Background: an optimization exercise with open tools, aiming at small area, a short achievable clock period and few clock cycles per item. Do not read the settings as production practice.
The RTL was checked by simulation tests, not by an equivalence proof against the original design.

==> flow/design.v <==
`default_nettype none
module startup_ctrl (
    input  logic clk,
    input  logic arst_n,
    output logic core_ready
);
    logic [1:0] cnt;
    always_ff @(posedge clk or negedge arst_n) begin
        if (!arst_n) begin
            cnt        <= '0;
            core_ready <= 1'b0;
        end else if (!core_ready) begin                    
            cnt <= cnt + 1'b1;
            if (cnt == 2'(3 - 1)) begin
                core_ready <= 1'b1;
            end
        end
    end
endmodule
`default_nettype wire
`default_nettype none
module front_end (
    input  logic                       clk,
    input  logic                       arst_n,
    input  logic                       core_ready,
    input  logic                       instr_valid,
    input  logic [16-1:0] instr,
    input  logic                       op_free,
    output logic                       is_valid,
    output logic [25-1:0]         is_instr,
    output logic                       rob_full
);
    localparam int QD = (8 - 2);
    logic [2:0]         wp;
    logic [2:0]         rp;
    logic [2:0]         fcnt;
    logic [2:0]         fcnt_nx;
    logic               accept;
    logic               q_empty;
    logic               is_free;
    logic               direct;
    logic               push;
    logic               pop;
    logic               is_load;
    logic               is_valid_nx;
    logic               op_valid_nx;
    logic [13-1:0] in_q;
    logic [13-1:0] q_head;
    logic [13-1:0] is_q;
    function automatic logic [25-1:0] decode(input logic [13-1:0] q);
        logic [25-1:0] x;
        logic               addi;
        addi          = (q[12:11] == 2'd3);
        x             = '0;
        x[24] = (q[12:11] != 2'd2) && (q[10:8] != 3'd0);
        x[23] = (q[12:11] == 2'd2) && (q[10:8] != 3'd0);
        x[22]  = (q[12:11] == 2'd1);
        x[21:19]   = q[10:8];
        for (int k = 1; k < 8; k++) begin
            x[12 + k - 1] = (q[7:5] == 3'(k));
            x[5 + k - 1]  = !addi && (q[2:0] == 3'(k));
        end
        x[4:0] = addi ? q[4:0] : 5'd0;
        decode = x;
    endfunction
    function automatic logic [2:0] incr(input logic [2:0] p);
        incr = (p == 3'(QD - 1)) ? 3'd0 : p + 3'd1;
    endfunction
    assign accept  = instr_valid & core_ready & ~rob_full;
    assign q_empty = (fcnt == 3'd0);
    assign is_free = ~is_valid | op_free;                  
    assign direct  = is_free & q_empty;
    assign push    = accept & ~direct;
    assign pop     = is_free & ~q_empty;
    assign is_load = (direct & accept) | pop;
    assign in_q[12:11]  = instr[15:14];
    assign in_q[10:8]  = instr[13:11];
    assign in_q[7:5] = instr[10:8];
    assign in_q[4:0]   = (instr[15:14] == 2'd3) ? instr[4:0]
                                                             : {instr[4:3], instr[7:5]};
    res_st #(.DEPTH(QD)) qu_queue (
        .clk(clk),
        .wr_en(push),
        .wr_addr(wp),
        .wr_data(in_q),
        .rd_addr(rp),
        .rd_data(q_head)
    );
    assign is_valid_nx = is_free ? (accept | ~q_empty) : 1'b1;
    assign op_valid_nx = op_free ? is_valid : 1'b1;
    assign fcnt_nx     = fcnt + 3'(push) - 3'(pop);
    always_ff @(posedge clk or negedge arst_n) begin
        if (!arst_n) begin
            wp       <= '0;
            rp       <= '0;
            fcnt     <= '0;
            is_valid <= 1'b0;
            rob_full <= 1'b0;
        end else begin
            if (push) wp <= incr(wp);
            if (pop)  rp <= incr(rp);
            fcnt     <= fcnt_nx;
            is_valid <= is_valid_nx;
            rob_full <= is_valid_nx & op_valid_nx & (fcnt_nx == 3'(QD));
        end
    end
    assign is_q = q_empty ? in_q : q_head;
    always_ff @(posedge clk) begin
        if (is_load) begin
            is_instr <= decode(is_q);
        end
    end
endmodule
`default_nettype wire
`default_nettype none
module res_st #(
    parameter int DEPTH = 8 - 1
) (
    input  logic               clk,
    input  logic               wr_en,
    input  logic [2:0]         wr_addr,
    input  logic [13-1:0] wr_data,
    input  logic [2:0]         rd_addr,
    output logic [13-1:0] rd_data
);
    logic [13-1:0] slots [DEPTH];
    always_ff @(posedge clk) begin
        for (int i = 0; i < DEPTH; i++) begin
            if (wr_en && wr_addr == 3'(i)) begin
                slots[i] <= wr_data;
            end
        end
    end
    always_comb begin
        rd_data = slots[0];
        for (int i = 1; i < DEPTH; i++) begin
            if (rd_addr == 3'(i)) begin
                rd_data = slots[i];
            end
        end
    end
endmodule
`default_nettype wire
`default_nettype none
module rf (
    input  logic                      clk,
    input  logic [8-1:1]  rs1_sel,
    input  logic [8-1:1]  rs2_sel,
    output logic [16-1:0] rs1_data,
    output logic [16-1:0] rs2_data,
    input  logic                      wr_en,
    input  logic                      clr,
    input  logic [2:0]                wr_addr,
    input  logic [16-1:0] wr_data
);
    logic [16-1:0] regs [1:8-1];
    always_ff @(posedge clk) begin
        for (int i = 1; i < 8; i++) begin
            if (clr || (wr_en && wr_addr == 3'(i))) begin
                regs[i] <= wr_data;
            end
        end
    end
    always_comb begin
        rs1_data = '0;
        rs2_data = '0;
        for (int i = 1; i < 8; i++) begin
            rs1_data = rs1_data | (regs[i] & {16{rs1_sel[i]}});
            rs2_data = rs2_data | (regs[i] & {16{rs2_sel[i]}});
        end
    end
endmodule
`default_nettype wire
`default_nettype none
module back_end (
    input  logic                      clk,
    input  logic                      arst_n,
    input  logic                      schedule_en,
    input  logic                      is_valid,
    input  logic [25-1:0]        is_instr,
    output logic                      op_free,
    output logic [8-1:1]  rs1_sel,
    output logic [8-1:1]  rs2_sel,
    input  logic [16-1:0] rs1_data,
    input  logic [16-1:0] rs2_data,
    output logic                      commit_valid,
    output logic [19-1:0]   commit
);
    logic                      credit;
    logic                      fire;
    logic                      load;
    logic                      fwd_a;
    logic                      fwd_b;
    logic                      byp_a;
    logic                      byp_b;
    logic [16-1:0] ld_a;
    logic [16-1:0] ld_b;
    logic                      op_valid;
    logic [16-1:0] a_q;
    logic [16-1:0] b_q;
    logic [2:0]                rd_q;
    logic                      sub_q;
    logic                      sel_x_q;
    logic                      sel_s_q;
    logic [2:0]                c_rd;
    logic [16-1:0] c_val;
    logic [16-1:0] op_a;
    logic [16-1:0] op_b;
    logic [16:0]   sum;
    logic [16-1:0] result;
    assign fire    = op_valid & credit;
    assign op_free = ~op_valid | fire;
    assign load    = op_free & is_valid;
    assign rs1_sel = is_instr[18:12];
    assign rs2_sel = is_instr[11:5];
    assign fwd_a = commit_valid & (c_rd != 3'd0) & rs1_sel[c_rd];
    assign fwd_b = commit_valid & (c_rd != 3'd0) & rs2_sel[c_rd];
    assign byp_a = fire & (rd_q != 3'd0) & rs1_sel[rd_q];
    assign byp_b = fire & (rd_q != 3'd0) & rs2_sel[rd_q];
    assign ld_a  = byp_a ? result : fwd_a ? c_val : rs1_data;
    assign ld_b  = (byp_b ? result : (fwd_b ? c_val : rs2_data) | {11'd0, is_instr[4:0]})
                 ^ {16{is_instr[22]}};
    always_ff @(posedge clk or negedge arst_n) begin
        if (!arst_n) begin
            credit       <= 1'b0;
            op_valid     <= 1'b0;
            commit_valid <= 1'b0;
            sel_x_q      <= 1'b0;
            sel_s_q      <= 1'b0;
        end else begin
            credit       <= schedule_en | (credit & ~fire);
            op_valid     <= op_free ? is_valid : 1'b1;
            commit_valid <= fire;
            if (load) begin
                sel_x_q <= is_instr[23];
                sel_s_q <= is_instr[24];
            end
        end
    end
    always_ff @(posedge clk) begin
        if (load) begin
            a_q   <= ld_a;
            b_q   <= ld_b;
            rd_q  <= is_instr[21:19];
            sub_q <= is_instr[22];
        end
    end
    always_comb begin
        op_a   = a_q;
        op_b   = b_q;
        sum    = {op_a, sub_q} + {op_b, sub_q};
        result = ((op_a ^ op_b) & {16{sel_x_q}})
               | (sum[16:1] & {16{sel_s_q}});
    end
    always_ff @(posedge clk) begin
        c_rd  <= rd_q;
        c_val <= result;
    end
    assign commit = {c_rd, c_val};                         
endmodule
`default_nettype wire
`default_nettype none
module qu_core
(
    input  logic                       clk,
    input  logic                       arst_n,
    input  logic                       instr_valid,
    input  logic [16-1:0] instr,
    input  logic                       schedule_en,
    output logic                       core_ready,
    output logic                       rob_full,
    output logic                       commit_valid,
    output logic [19-1:0]    commit
);
    logic                      op_free;
    logic                      is_valid;
    logic [25-1:0]        is_instr;
    logic [8-1:1]  rs1_sel;
    logic [8-1:1]  rs2_sel;
    logic [16-1:0] rs1_data;
    logic [16-1:0] rs2_data;
    startup_ctrl qu_startup_ctrl (
        .clk(clk),
        .arst_n(arst_n),
        .core_ready(core_ready)
    );
    front_end qu_front_end (
        .clk(clk),
        .arst_n(arst_n),
        .core_ready(core_ready),
        .instr_valid(instr_valid),
        .instr(instr),
        .op_free(op_free),
        .is_valid(is_valid),
        .is_instr(is_instr),
        .rob_full(rob_full)
    );
    rf qu_phy_rf (
        .clk(clk),
        .rs1_sel(rs1_sel),
        .rs2_sel(rs2_sel),
        .rs1_data(rs1_data),
        .rs2_data(rs2_data),
        .wr_en(commit_valid),
        .clr(~core_ready),
        .wr_addr(commit[19-1:16]),
        .wr_data(commit[16-1:0])
    );
    back_end qu_back_end (
        .clk(clk),
        .arst_n(arst_n),
        .schedule_en(schedule_en),
        .is_valid(is_valid),
        .is_instr(is_instr),
        .op_free(op_free),
        .rs1_sel(rs1_sel),
        .rs2_sel(rs2_sel),
        .rs1_data(rs1_data),
        .rs2_data(rs2_data),
        .commit_valid(commit_valid),
        .commit(commit)
    );
endmodule
`default_nettype wire
clock: 5.5 ns
lec_check: 0
abc_area: 1
cap_margin: 20
core_margin: 2
core_utilization: 65
cts_cluster_diameter: 70
cts_cluster_size: 20
place_density: 0.75
setup_slack_margin: 3.0
slew_margin: 20
run.sh (not shown) runs the stock make flow with config.mk's settings and CLKGATE_MAP_FILE= SYNTH_SCRIPT=/design/flow/synth_recipe.tcl, a recipe that flattens the netlist after the stock synthesis.
The first run passed the timing, design-rule and antenna checks.
Testbench counts at the start, summed over its fixed seeds: cycles 16,024, items 16,000.
Then changed:
--- a/flow/design.v
+++ b/flow/design.v
@@ -216,12 +216,11 @@
     assign fwd_a = commit_valid & (c_rd != 3'd0) & rs1_sel[c_rd];
     assign fwd_b = commit_valid & (c_rd != 3'd0) & rs2_sel[c_rd];
     assign byp_a = fire & (rd_q != 3'd0) & rs1_sel[rd_q];
     assign byp_b = fire & (rd_q != 3'd0) & rs2_sel[rd_q];
     assign ld_a  = byp_a ? result : fwd_a ? c_val : rs1_data;
-    assign ld_b  = (byp_b ? result : (fwd_b ? c_val : rs2_data) | {11'd0, is_instr[4:0]})
-                 ^ {16{is_instr[22]}};
+    assign ld_b  = byp_b ? result : (fwd_b ? c_val : rs2_data) | {11'd0, is_instr[4:0]};
     always_ff @(posedge clk or negedge arst_n) begin
         if (!arst_n) begin
             credit       <= 1'b0;
             op_valid     <= 1'b0;
             commit_valid <= 1'b0;
@@ -246,11 +245,11 @@
         end
     end
     always_comb begin
         op_a   = a_q;
         op_b   = b_q;
-        sum    = {op_a, sub_q} + {op_b, sub_q};
+        sum    = {op_a, sub_q} + {op_b ^ {16{sub_q}}, sub_q};
         result = ((op_a ^ op_b) & {16{sel_x_q}})
                | (sum[16:1] & {16{sel_s_q}});
     end
     always_ff @(posedge clk) begin
         c_rd  <= rd_q;
Die area came out lower by 1.2%.
Wire length fell by 2.1%.
Clock-buffer cell count went down by 2.
Core utilization rises by 1.4 points.
Critical path depth grows by 3.
Non-clock buffer count grows by 13.
Worst hold slack loses 0.016 ns.
Cell count goes down by 2.6%.
Testbench counts after the change, summed over its fixed seeds: cycles 16,024, items 16,000.

-- static timing again, ports no longer ideal --
In the flow no input, the clock included, has a driving cell. The finished layouts below were timed again as built, in two steps. Step 1: set_driving_cell puts a clkbuf_16 on clk and a buf_2 on each other input, an assumption about the parent block. Step 2, shift: input delay + t, output delay - t, t = (earliest + latest rising clock arrival at the registers) / 2. This alone moves slack from input paths to output paths. Slacks: ideal ports / drivers / drivers and shift; pairs: ideal ports / drivers.
run	t, ns	slack for setup (ns)	hold slack, ns	cell pins on the clock port's net
the first run	0.557	2.922 / 2.922 / 2.601	0.406 / 0.406 / 0.406	1
the second run	0.550	3.027 / 3.027 / 2.640	0.390 / 0.390 / 0.390	1
After both steps every run listed still meets setup and hold. The setup slack of the second run, which loses most, moves by 0.000 ns with the drivers and by -0.387 ns with both steps.
